This design comes from an exercise in tuning for small area and a short achievable clock period on the open sky130 flow, not from production work. Where RTL was checked, it was by simulation tests only, not by an equivalence proof against the original. Power is estimated from default activity; no workload was simulated.

==> inputs of build 2 <==
## sync_fifo_param
module sync_fifo_param #(
    parameter int WIDTH     = 8,
    parameter int ADDR_BITS = 9,
    parameter int AF_LEVEL  = 480,
    parameter int AE_LEVEL  = 32
) (
    input  logic                 clk,
    input  logic                 rst,
    input  logic                 wr,
    input  logic [WIDTH-1:0]     wr_data,
    output logic                 not_full,
    input  logic                 rd,
    output logic [WIDTH-1:0]     rd_data,
    output logic                 not_empty,
    output logic [ADDR_BITS:0]   count,
    output logic                 almost_full,
    output logic                 almost_empty,
    output logic                 overflow,
    output logic                 underflow,
    input  logic                 err_clr
);
==> flow/config.mk <==
export PLATFORM = sky130hd
export DESIGN_NAME = sync_fifo_param
export DESIGN_NICKNAME = sync_fifo_param
export VERILOG_FILES = /design/flow/design.v
export SDC_FILE = /design/flow/constraint.sdc
export NUM_CORES = 4
export LEC_CHECK = 0
export CAP_MARGIN = 20
export CORE_MARGIN = 2
export CORE_UTILIZATION = 78
export PLACE_DENSITY = 0.85
export SETUP_SLACK_MARGIN = 3.1
export SLEW_MARGIN = 20
==> flow/constraint.sdc <==
create_clock -name core_clock -period 5.5 [get_ports {clk}]
set_input_delay 1.1000 -clock core_clock [delete_from_list [all_inputs] [get_ports {clk}]]
set_output_delay 1.1000 -clock core_clock [all_outputs]
set_load 0.01 [all_outputs]
standard.sh (not shown) runs the stock make flow with config.mk's settings and CLKGATE_MAP_FILE= SYNTH_SCRIPT=/design/flow/synth_recipe.tcl, a recipe that flattens the netlist after the stock synthesis.
==> flow/flow/run.sh <==
#!/bin/bash
set -euo pipefail
cd "$(dirname "${BASH_SOURCE[0]}")/.."
bash standard.sh \
  MATCH_CELL_FOOTPRINT=0 \
  "BUFFER_PORTS_ARGS=-buffer_cell sky130_fd_sc_hd__buf_4" \
  "CTS_ARGS=-sink_clustering_enable -repair_clock_nets -dont_use_dummy_load -sink_clustering_size 25 -sink_clustering_max_diameter 70" \
  finish > flow_make.log 2>&1
==> build 98: changes against build 2 <==
CORE_UTILIZATION = 60   (was 78)
PLACE_DENSITY = 0.7   (was 0.85)
==> trial 13: changes against build 2 <==
--- a/flow/design.v
+++ b/flow/design.v
@@ -68,15 +68,19 @@
         for (int b = 0; b < WIDTH; b++) begin
             w_fetched[b] = &r_part[b*NGRP +: NGRP];
         end
     end
     logic             r_pv0, r_pv1, r_fv;
     logic [WIDTH-1:0] r_pq0, r_pq1;
     logic w_mem_wait;
-    assign w_mem_wait = ~(~r_f0n[0][7] & r_f1[7] & r_f2[7]);
+    always_comb begin
+        if (r_pv1 || (r_pv0 && r_fv)) w_mem_wait = (r_count > CW'(2));
+        else if (r_pv0)               w_mem_wait = (r_count > CW'(1));
+        else                          w_mem_wait = (r_count != '0);
+    end
     logic w_room1;    
     assign w_room1 = r_acc ? ~(r_pv1 & r_fv) : ~(r_pv1 | (r_pv0 & r_fv));
     logic w_issue, w_byp;
     assign w_issue = w_mem_wait & w_room1;
     assign w_byp   = w_acc & ~w_mem_wait & (r_acc | ~r_pv1) & ~(r_pv0 & r_fv & ~r_acc);
     always_ff @(posedge clk) begin
         logic [WIDTH-1:0] q0, q1, q2, q3;
CORE_UTILIZATION = 60   (was 78)
PLACE_DENSITY = 0.7   (was 0.85)
==> trial 83: changes against build 2 <==
CORE_UTILIZATION = 70   (was 78)
PLACE_DENSITY = 0.78   (was 0.85)
SETUP_SLACK_MARGIN = 2.9   (was 3.1)
==> summary.txt <==
Cell count: build 2 < trial 83 < build 98 < trial 13.
In build 98 the combinational power is larger than in trial 83, by about 17%.
Maximum frequency: build 98 > trial 83 > build 2 > trial 13.
Against build 2, the critical path depth of trial 83 is lower by 2.
Against trial 83, the first-iteration DRC count of build 98 is lower by 4.9%.
==> figures <==
metric                                                                build 98    trial 83    trial 13      build 2
CP max stage delay                                                     0.92 ns     1.02 ns     0.54 ns      1.08 ns
Final Skew                                                           0.0896 ns   0.0733 ns   0.0903 ns    0.0922 ns
Worst setup path end                                                r_part[48]  r_part[39]     r_f2[0]   r_part[28]
Number of optimization iterations in the first detailed-route pass           6           6           6           12
Crit Reg-Reg Startpoint                                                r_f1[0]     r_f1[4]  r_count[1]  r_f0n[1][1]
Seq pwr                                                                36.5 mW     36.7 mW     36.6 mW      36.7 mW
Clk pwr share                                                            26.2%       26.1%       25.7%        26.1%
Placed Instances                                                         11100       10600       11100        10300
Run status                                            timing/DRC/antenna clean  timing/DRC/antenna clean  timing/DRC/antenna clean  timing/DRC/antenna clean
Register area share after synthesis                                      84.3%       84.3%       84.6%        84.3%
Non-clock buffers                                                          370         274         383          377
Only the layout flow was run in trial 13; the RTL was not checked for function there.

========
==> run a: inputs <==
sync_fifo_param again, from the RTL that the note above started with.
==> flow/config.mk <==
export PLATFORM = sky130hd
export DESIGN_NAME = sync_fifo_param
export DESIGN_NICKNAME = sync_fifo_param
export VERILOG_FILES = /design/flow/design.v
export SDC_FILE = /design/flow/constraint.sdc
export NUM_CORES = 4
export LEC_CHECK = 0
export CAP_MARGIN = 20
export CORE_MARGIN = 2
export CORE_UTILIZATION = 60
export PLACE_DENSITY = 0.7
export SETUP_SLACK_MARGIN = 3.1
export SLEW_MARGIN = 20
==> flow/constraint.sdc <==
create_clock -name core_clock -period 5.5 [get_ports {clk}]
set_input_delay 1.1000 -clock core_clock [delete_from_list [all_inputs] [get_ports {clk}]]
set_output_delay 1.1000 -clock core_clock [all_outputs]
set_load 0.01 [all_outputs]
==> flow/flow/run.sh <==
#!/bin/bash
set -euo pipefail
cd "$(dirname "${BASH_SOURCE[0]}")/.."
bash standard.sh \
  MATCH_CELL_FOOTPRINT=0 \
  "BUFFER_PORTS_ARGS=-buffer_cell sky130_fd_sc_hd__buf_4" \
  "CTS_ARGS=-sink_clustering_enable -repair_clock_nets -dont_use_dummy_load -sink_clustering_size 30 -sink_clustering_max_diameter 60" \
  finish > flow_make.log 2>&1
==> inputs of run b, as changes to run a <==
==> flow/flow/run.sh (replaced) <==
#!/bin/bash
set -euo pipefail
cd "$(dirname "${BASH_SOURCE[0]}")/.."
bash standard.sh \
  MATCH_CELL_FOOTPRINT=0 \
  "BUFFER_PORTS_ARGS=-buffer_cell sky130_fd_sc_hd__buf_4" \
  "CTS_ARGS=-sink_clustering_enable -repair_clock_nets -dont_use_dummy_load -sink_clustering_size 25 -sink_clustering_max_diameter 70" \
  finish > flow_make.log 2>&1
CORE_UTILIZATION = 70   (was 60)
PLACE_DENSITY = 0.78   (was 0.7)
==> qor summary <==
Violation count after the first detailed-routing iteration: run b 15500; run a 14100
Run status: run b finished clean; run a finished clean
Design Power: run b 60.1 mW; run a 60.2 mW
Arrival time reported for the critical path endpoint: run b 3340 ps; run a 3280 ps
Core occupancy in the finished layout: run b 76.2%; run a 65.4%
Proportion of power drawn by flip-flops and latches: run b 60.9%; run a 60.6%
DR WL met3: run b 52300 um; run a 46800 um
Total area of multi-input combinational cells: run b 21600 um2; run a 21500 um2
P_clk: run b 15.4 mW; run a 15.8 mW
Max Clk Rate: run b 391 MHz; run a 397 MHz
Launching element of the worst setup path: run b r_f0n[3][6]; run a r_f1[0]
Final standard cell count with taps included and fillers excluded: run b 11000; run a 11500
Cell-internal power: run b 44.6 mW; run a 44.6 mW
Grt met1 use: run b 47.1%; run a 42.4%
Post-route cell area: run b 162000 um2; run a 162000 um2
Worst R2R Start: run b r_f0n[3][6]; run a r_f1[0]
Initial standard-cell utilization of the core: run b 70.5%; run a 60.3%
Maximum number of pins on one net before global-route repair: run b 111; run a 159
First-pass GRT wire length: run b 533000 um; run a 539000 um
HPWL after DPL: run b 187000 um; run a 188000 um
Placed Instance Area: run b 153000 um2; run a 154000 um2

==> port drivers added, routing unchanged <==
The flow's constraints put no driver on any port. The routed layouts listed below were extracted and timed again, unchanged, in two steps.
Step 1: set_driving_cell puts a clkbuf_16 on clk and a buf_2 on each other input, an assumption about the parent block.
Step 2 moves the port delays by t, midway between the first and last clock arrival at a register: inputs arrive t later, outputs are due t later. That takes back most of the time a late clock gives input paths.
Three values: ideal ports, drivers, drivers and shift; two values: the first two.
run	shift t [ns]	setup WS [ns]	pins driven straight from the clock port
build 2	0.987	2.499 / 2.499 / 1.811	1
build 98	0.924	2.982 / 2.917 / 2.264	1
trial 13	0.961	2.414 / 2.414 / 1.955	1
trial 83	0.952	2.871 / 2.845 / 2.114	1
run a	0.957	2.980 / 2.904 / 2.257	1
run b	0.960	2.945 / 2.871 / 2.224	1
After both steps every run listed still meets setup and hold. The setup slack of trial 83, which loses most, moves by -0.026 ns with the drivers and by -0.757 ns with both steps.
